Background: an optimization exercise with open tools, aiming at small area, a short achievable clock period and few clock cycles per item. Do not read the settings as production practice. The RTL was checked by simulation tests, not by an equivalence proof against the original design.

==> run a: inputs <==
==> flow/design.v <==
module muldiv_unit #(
  parameter int WIDTH  = 64,
  parameter int REG_AW = 5
) (
  input  logic              iCLK,
  input  logic              iRST,
  input  logic              iStart,
  input  logic [2:0]        iOp,
  input  logic [WIDTH-1:0]  iOperandA,
  input  logic [WIDTH-1:0]  iOperandB,
  input  logic [REG_AW-1:0] iDestReg,
  output logic              oBusy,
  output logic              oStall,
  output logic              oDone,
  output logic              oRegWrite,
  output logic [REG_AW-1:0] oWriteRegister,
  output logic [WIDTH-1:0]  oResult
);
  localparam logic [2:0] OP_MUL   = 3'd0;
  localparam logic [2:0] OP_SMULH = 3'd1;
  localparam logic [2:0] OP_UMULH = 3'd2;
  localparam logic [2:0] OP_SDIV  = 3'd3;
  localparam logic [2:0] OP_UDIV  = 3'd4;
  logic              busy_q, done_q;
  logic              ph_booth_q, ph_shift_q, ph_div_q, ph_inc_q, ph_cmp_q, ph_fin_q;
  logic [64:0]       x_q;      
  logic [63:0]       y_q;      
  logic [64:0]       d_q;      
  logic              yb_q;     
  logic [5:0]        cnt_q;    
  logic [3:0]        sh_q;     
  logic [REG_AW-1:0] wr_q;
  logic              mul_lo_q;    
  logic              umulh_c_q;   
  logic              dneg_q;      
  logic              negq_q;      
  logic              qzero_q;     
  logic              ph_div_mode_q;   
  logic              res_y_q;         
  logic              p_div_q, p_shr_q, p_zero_q;
  logic              q_d_q, q_2d_q, q_y_q, inv_q, cin_q;
  logic [66:0] p_op, q_mag, q_op, sum;
  logic [67:0] sum_c;
  logic        p_ext;   
  always_comb begin
    p_ext = ~(p_zero_q | p_div_q | p_shr_q);
    p_op  = ({67{p_div_q}} & {x_q[64], x_q, y_q[63]})
          | ({67{p_shr_q}} & {{10{x_q[64]}}, x_q[64:8]})
          | ({67{p_ext}}   & {{2{x_q[64]}}, x_q});
    q_mag = ({67{q_d_q}}  & {{2{d_q[64]}}, d_q})
          | ({67{q_2d_q}} & {d_q[64], d_q, 1'b0})
          | ({67{q_y_q}}  & {3'b000, y_q});
    q_op  = q_mag ^ {67{inv_q}};
    sum_c = {p_op, 1'b1} + {q_op, cin_q};
    sum   = sum_c[67:1];
  end
  logic        in_mul, in_div, in_sdiv, in_umulh, in_mullo, in_aneg, in_swap;
  logic [64:0] ld_x, ld_d;
  logic [63:0] ld_y, mplier, mcand;
  logic [3:0]  in_n;     
  logic [7:1]  fits_a;   
  logic [7:1]  fits_b;   
  function automatic logic [7:1] fits_bytes(input logic [63:0] v);
    logic [7:0] zb, ob;
    logic       z, o;
    for (int j = 0; j < 8; j++) begin
      zb[j] = ~|v[8*j+:8];
      ob[j] = &v[8*j+:8];
    end
    for (int k = 1; k < 8; k++) begin
      z = ~v[8*k-1];
      o = v[8*k-1];
      for (int j = k; j < 8; j++) begin
        z = z & zb[j];
        o = o & ob[j];
      end
      fits_bytes[k] = z | o;
    end
  endfunction
  always_comb begin
    in_mul   = (iOp == OP_MUL) || (iOp == OP_SMULH) || (iOp == OP_UMULH);
    in_div   = (iOp == OP_SDIV) || (iOp == OP_UDIV);
    in_sdiv  = (iOp == OP_SDIV);
    in_umulh = (iOp == OP_UMULH);
    in_mullo = (iOp == OP_MUL);
    in_aneg  = in_sdiv & iOperandA[63];
    fits_a  = fits_bytes(iOperandA);
    fits_b  = fits_bytes(iOperandB);
    in_swap = |(fits_a & ~fits_b);
    mplier  = (in_swap | ~in_mul) ? iOperandA : iOperandB;
    mcand   = in_swap ? iOperandB : iOperandA;
    ld_x = (in_mul | in_aneg) ? 65'd0 : {1'b0, iOperandA};
    ld_y = ((in_mul | in_aneg) & ~busy_q) ? mplier : 64'd0;
    ld_d = in_mul ? {~in_umulh & mcand[63], mcand}
                  : {in_sdiv & iOperandB[63], iOperandB};
    in_n = 4'd8;
    for (int k = 7; k >= 1; k--) if (in_swap ? fits_a[k] : fits_b[k]) in_n = 4'(k);
  end
  function automatic logic [2:0] booth(input logic y1, input logic y0, input logic yb);
    booth[0] = y0 ^ yb;
    booth[1] = (y1 & ~y0 & ~yb) | (~y1 & y0 & yb);
    booth[2] = y1 & ~(y0 & yb);
  endfunction
  logic       accept;
  logic       last_cnt, last_sh;
  logic       lt_d;       
  logic [2:0] bd_ld, bd_nx;
  assign accept   = iStart & ~busy_q;
  assign last_cnt = (cnt_q == 6'd0);
  assign last_sh  = (sh_q == 4'd1);
  assign lt_d     = sum[66];
  logic div_inv;    
  logic cmp_go;     
  assign div_inv = lt_d ^ ~dneg_q;
  assign cmp_go  = ph_cmp_q & ~lt_d & ~qzero_q;
  assign bd_ld    = booth(mplier[1], mplier[0], 1'b0);
  assign bd_nx    = booth(y_q[3], y_q[2], y_q[1]);
  always_ff @(posedge iCLK or posedge iRST) begin
    if (iRST) begin
      busy_q     <= 1'b0;
      done_q     <= 1'b0;
      ph_booth_q <= 1'b0;
      ph_shift_q <= 1'b0;
      ph_div_q   <= 1'b0;
      ph_inc_q   <= 1'b0;
      ph_cmp_q   <= 1'b0;
      ph_fin_q   <= 1'b0;
    end else begin
      done_q     <= 1'b0;
      ph_booth_q <= 1'b0;
      ph_shift_q <= 1'b0;
      ph_div_q   <= 1'b0;
      ph_inc_q   <= 1'b0;
      ph_cmp_q   <= 1'b0;
      ph_fin_q   <= 1'b0;
      if (!busy_q) begin
        if (iStart) begin
          busy_q <= 1'b1;
          if (in_mul)       ph_booth_q <= 1'b1;
          else if (in_aneg) ph_inc_q   <= 1'b1;
          else              ph_cmp_q   <= 1'b1;
        end
      end else begin
        case (1'b1)
          ph_booth_q: begin
            if (!last_cnt)                 ph_booth_q <= 1'b1;
            else if (sh_q != 4'd0)         ph_shift_q <= 1'b1;
            else if (umulh_c_q)            ph_fin_q   <= 1'b1;
            else begin busy_q <= 1'b0; done_q <= 1'b1; end
          end
          ph_shift_q: begin
            if (ph_div_mode_q) begin
              ph_div_q   <= lt_d;
              ph_shift_q <= ~lt_d;
            end else if (!last_sh)             ph_shift_q <= 1'b1;
            else if (umulh_c_q)                ph_fin_q   <= 1'b1;
            else begin busy_q <= 1'b0; done_q <= 1'b1; end
          end
          ph_div_q: begin
            if (!last_cnt)   ph_div_q <= 1'b1;
            else if (negq_q) ph_fin_q <= 1'b1;
            else begin busy_q <= 1'b0; done_q <= 1'b1; end
          end
          ph_inc_q: ph_cmp_q <= 1'b1;
          ph_cmp_q: begin
            ph_shift_q <= cmp_go;
            if (!cmp_go) begin busy_q <= 1'b0; done_q <= 1'b1; end
          end
          ph_fin_q: begin
            busy_q <= 1'b0;
            done_q <= 1'b1;
          end
          default: begin
            busy_q <= 1'b0;
          end
        endcase
      end
    end
  end
  always_ff @(posedge iCLK) begin
    case (1'b1)
      !busy_q:                        x_q <= ld_x;
      ph_booth_q:                     x_q <= sum[66:2];
      ph_shift_q:                     x_q <= {{8{x_q[64]}}, x_q[64:8]};
      ph_cmp_q:                       x_q <= x_q;
      default:                        x_q <= {sum[64] & ~ph_inc_q, sum[63:0]};   
    endcase
    case (1'b1)
      !busy_q | ph_inc_q | ph_cmp_q:  y_q <= ld_y;
      ph_booth_q:                     y_q <= {sum[1:0], y_q[63:2]};
      ph_shift_q:                     y_q <= {x_q[7:0], y_q[63:8]};
      default:                        y_q <= {y_q[62:0], ~sum[66]};
    endcase
    yb_q <= busy_q ? y_q[1] : 1'b0;
    if (!busy_q) begin
      d_q       <= ld_d;
      wr_q      <= iDestReg;
      mul_lo_q  <= in_mullo;
      umulh_c_q <= in_umulh & mplier[63];
      dneg_q    <= in_sdiv & iOperandB[63];
      negq_q    <= in_sdiv & (iOperandA[63] ^ iOperandB[63]);
      qzero_q   <= ~in_div | (iOperandB == 64'd0);
      ph_div_mode_q <= ~in_mul;
    end
    if (!busy_q)       res_y_q <= in_mullo | ~in_mul;
    else if (ph_fin_q) res_y_q <= 1'b0;
    if (!busy_q) begin
      cnt_q <= {in_n[3:0], 2'b11} - 6'd4;    
      sh_q  <= 4'd8 - in_n;
    end else if (ph_booth_q | ph_div_q) begin
      cnt_q <= cnt_q - 6'd1;
    end else if (ph_shift_q) begin
      sh_q <= sh_q - 4'd1;
      if (ph_div_mode_q) cnt_q <= cnt_q + 6'd8;
    end else if (ph_cmp_q) begin
      cnt_q <= 6'h3f;    
    end
    p_div_q  <= 1'b0;
    p_shr_q  <= 1'b0;
    p_zero_q <= 1'b0;
    q_d_q    <= 1'b0;
    q_2d_q   <= 1'b0;
    q_y_q    <= 1'b0;
    inv_q    <= 1'b0;
    cin_q    <= 1'b0;
    if (!busy_q) begin
      if (in_mul) begin
        q_d_q  <= bd_ld[0];
        q_2d_q <= bd_ld[1];
        inv_q  <= bd_ld[2];
        cin_q  <= bd_ld[2];
      end else if (in_aneg) begin
        p_zero_q <= 1'b1;
        q_y_q    <= 1'b1;
        inv_q    <= 1'b1;
        cin_q    <= 1'b1;
      end else begin
        q_d_q <= 1'b1;
        inv_q <= ~(in_sdiv & iOperandB[63]);
        cin_q <= ~(in_sdiv & iOperandB[63]);
      end
    end else begin
      case (1'b1)
        ph_booth_q: begin
          if (!last_cnt) begin
            q_d_q  <= bd_nx[0];
            q_2d_q <= bd_nx[1];
            inv_q  <= bd_nx[2];
            cin_q  <= bd_nx[2];
          end else if (sh_q == 4'd0) begin
            if (ph_div_mode_q) begin
              p_zero_q <= 1'b1;
              q_y_q    <= 1'b1;
              inv_q    <= negq_q;
              cin_q    <= negq_q;
            end else if (mul_lo_q) begin
              p_zero_q <= 1'b1;
              q_y_q    <= 1'b1;
            end else begin
              q_d_q    <= 1'b1;
            end
          end
        end
        ph_shift_q: begin
          if (ph_div_mode_q) begin
            q_d_q   <= 1'b1;
            inv_q   <= ~dneg_q;
            cin_q   <= ~dneg_q;
          end else if (last_sh) begin
            if (mul_lo_q) begin
              p_zero_q <= 1'b1;
              q_y_q    <= 1'b1;
            end else begin
              q_d_q    <= 1'b1;
            end
          end
        end
        ph_div_q: begin
          if (!last_cnt) begin
            p_div_q <= 1'b1;
            q_d_q   <= 1'b1;
            inv_q   <= div_inv;
            cin_q   <= div_inv;
          end else begin
            p_zero_q <= 1'b1;
            q_y_q    <= 1'b1;
            inv_q    <= negq_q;
            cin_q    <= negq_q;
          end
        end
        ph_inc_q: begin
          q_d_q <= 1'b1;
          inv_q <= ~dneg_q;
          cin_q <= ~dneg_q;
        end
        ph_cmp_q: begin
        end
        default: ;
      endcase
      if (cmp_go) begin
        p_shr_q <= 1'b1;
        q_d_q   <= 1'b1;
        inv_q   <= ~dneg_q;
        cin_q   <= ~dneg_q;
      end
      if (ph_cmp_q & ~cmp_go) p_zero_q <= 1'b1;
      if (ph_shift_q & ph_div_mode_q) begin
        p_div_q <= lt_d;
        p_shr_q <= ~lt_d;
      end
    end
  end
  assign oBusy          = busy_q;
  assign oStall         = iStart | busy_q;
  assign oDone          = done_q;
  assign oRegWrite      = done_q;
  assign oWriteRegister = wr_q;
  assign oResult        = res_y_q ? y_q : x_q[63:0];
endmodule
==> flow/flow/run.sh <==
#!/bin/bash
# The standard layout (the standard.sh, standard synthesis included), with the
# port buffers that placement inserts on every input and output made of
# sky130_fd_sc_hd__buf_2 instead of the delay cell the resizer picks by default.
set -euo pipefail
bash standard.sh "BUFFER_PORTS_ARGS=-buffer_cell sky130_fd_sc_hd__buf_2" finish > standard_flow.log 2>&1
==> flow/standard.sh <==
#!/bin/bash
# synth_recipe.tcl (not shown) runs the flow's synth.tcl, then flattens the netlist and writes it again
# the make line also repeats each setting of config.mk as NAME=value (left out here)
make -C /OpenROAD-flow-scripts/flow DESIGN_CONFIG=/design/flow/config.mk WORK_HOME=/design/flow/orfs CLKGATE_MAP_FILE= SYNTH_SCRIPT=/design/flow/synth_recipe.tcl "${@:-finish}"
==> flow/config.mk <==
export PLATFORM = sky130hd
export DESIGN_NAME = muldiv_unit
export DESIGN_NICKNAME = muldiv_unit
export VERILOG_FILES = /design/flow/design.v
export SDC_FILE = /design/flow/constraint.sdc
export NUM_CORES = 4
export LEC_CHECK = 0
export CAP_MARGIN = 20
export CORE_MARGIN = 2
export CORE_UTILIZATION = 50
export SETUP_SLACK_MARGIN = 3.0
export SLEW_MARGIN = 20
export TNS_END_PERCENT = 0
==> flow/constraint.sdc <==
create_clock -name core_clock -period 6.3 [get_ports {iCLK}]
set_input_delay 1.2600 -clock core_clock [delete_from_list [all_inputs] [get_ports {iCLK}]]
set_output_delay 1.2600 -clock core_clock [all_outputs]
set_load 0.01 [all_outputs]
==> inputs of run b, as changes to run a <==
--- a/flow/design.v
+++ b/flow/design.v
@@ -38,3 +38,2 @@
   logic              ph_div_mode_q;   
-  logic              res_y_q;         
   logic              p_div_q, p_shr_q, p_zero_q;
@@ -147,3 +146,3 @@
             else if (sh_q != 4'd0)         ph_shift_q <= 1'b1;
-            else if (umulh_c_q)            ph_fin_q   <= 1'b1;
+            else if (mul_lo_q | umulh_c_q) ph_fin_q   <= 1'b1;
             else begin busy_q <= 1'b0; done_q <= 1'b1; end
@@ -155,3 +154,3 @@
             end else if (!last_sh)             ph_shift_q <= 1'b1;
-            else if (umulh_c_q)                ph_fin_q   <= 1'b1;
+            else if (mul_lo_q | umulh_c_q)     ph_fin_q   <= 1'b1;
             else begin busy_q <= 1'b0; done_q <= 1'b1; end
@@ -159,5 +158,4 @@
           ph_div_q: begin
-            if (!last_cnt)   ph_div_q <= 1'b1;
-            else if (negq_q) ph_fin_q <= 1'b1;
-            else begin busy_q <= 1'b0; done_q <= 1'b1; end
+            if (!last_cnt) ph_div_q <= 1'b1;
+            else           ph_fin_q <= 1'b1;
           end
@@ -165,4 +163,4 @@
           ph_cmp_q: begin
+            ph_fin_q   <= ~cmp_go;
             ph_shift_q <= cmp_go;
-            if (!cmp_go) begin busy_q <= 1'b0; done_q <= 1'b1; end
           end
@@ -204,4 +202,2 @@
     end
-    if (!busy_q)       res_y_q <= in_mullo | ~in_mul;
-    else if (ph_fin_q) res_y_q <= 1'b0;
     if (!busy_q) begin
@@ -317,3 +313,3 @@
   assign oWriteRegister = wr_q;
-  assign oResult        = res_y_q ? y_q : x_q[63:0];
+  assign oResult        = x_q[63:0];
 endmodule
==> run notes <==
Of run a and run b, run b has the higher routed wire length (gap 2.7%, measured against run b).
Between run b and run a, the lower utilization is in run b (gap 2.5 points).
Between run b and run a, the lower register-to-register slack is in run b (gap 210 ps).
Against run b, the global-route usage of run a is lower by 0.97 points.
Fmax: run a is larger than run b (5.0%).
In run a the final cell count is larger than in run b, by about 3%.
Between run b and run a, the lower area after synthesis is in run b (gap 0.53%, measured against run a).
Run a completed without violations. Run b completed without violations.
Of run a and run b, run a has the higher hold slack (gap 67 ps).
Against run b, the count of clock-buffer cells in the layout of run a is higher by 1.
==> figures <==
Run status: run b complete, no violations; run a complete, no violations
Post_cts resized: run b 64; run a 117
Adder and majority gate portion of the synthesized area: run b 4.62%; run a 4.59%
Floorplan Core Area: run b 0.0399 mm^2; run a 0.0406 mm^2
Data arrival time of the critical path: run b 4810 ps; run a 4560 ps
Critical R2R Capture: run b x_q[58]; run a x_q[61]
Placed Instance Area: run b 0.0211 mm^2; run a 0.0217 mm^2
Unique masters post-synth: run b 85; run a 80
Cell count along the critical path: run b 16; run a 13
Num rows: run b 73; run a 74
Synth Net Count: run b 2531; run a 2506
Number of cells in the design after placement: run b 2848; run a 2883
Simple-gate share of the synthesized area: run b 13.9%; run a 13.0%
Area of all sequential standard cells: run b 0.00618 mm^2; run a 0.00622 mm^2
Fillers: run b 3679; run a 3687
Layout inverter count without the clock tree: run b 93; run a 94
Number of antenna violations at the first check in global routing: run b 4; run a 1
Post-DR vias/cell: run b 7.05; run a 7.00
Testbench counts of run a, summed over its fixed seeds: cycles 47,801, ops 2,400.
Testbench counts of run b, summed over its fixed seeds: cycles 49,122, ops 2,400.

==> re-timing with driven ports <==
In the flow no input, the clock included, has a driving cell. The finished layouts below were timed again as built, in two steps.
Step 1 assumes that a clkbuf_16 drives the clock port and a buf_2 every other input.
Step 2 adds t to the input delays and takes it off the output delays; t is the mean of the earliest and latest rising clock arrival at the registers after step 1. Input paths then give back, and output paths get back, about the clock's delay inside the block.
a / b / c = ideal ports / drivers / drivers and shift; a / b = the first two.
| run | shift t [ns] | setup WS [ns] | worst setup path at the end |
|---|---|---|---|
| run a | 0.642 | 2.075 / 2.075 / 1.471 | input to register |
| run b | 0.635 | 1.863 / 1.863 / 1.298 | input to register |
After both steps setup and hold are still met in every run listed. The setup slack of run a, which loses most, moves by 0.000 ns with the drivers and by -0.604 ns with both steps.
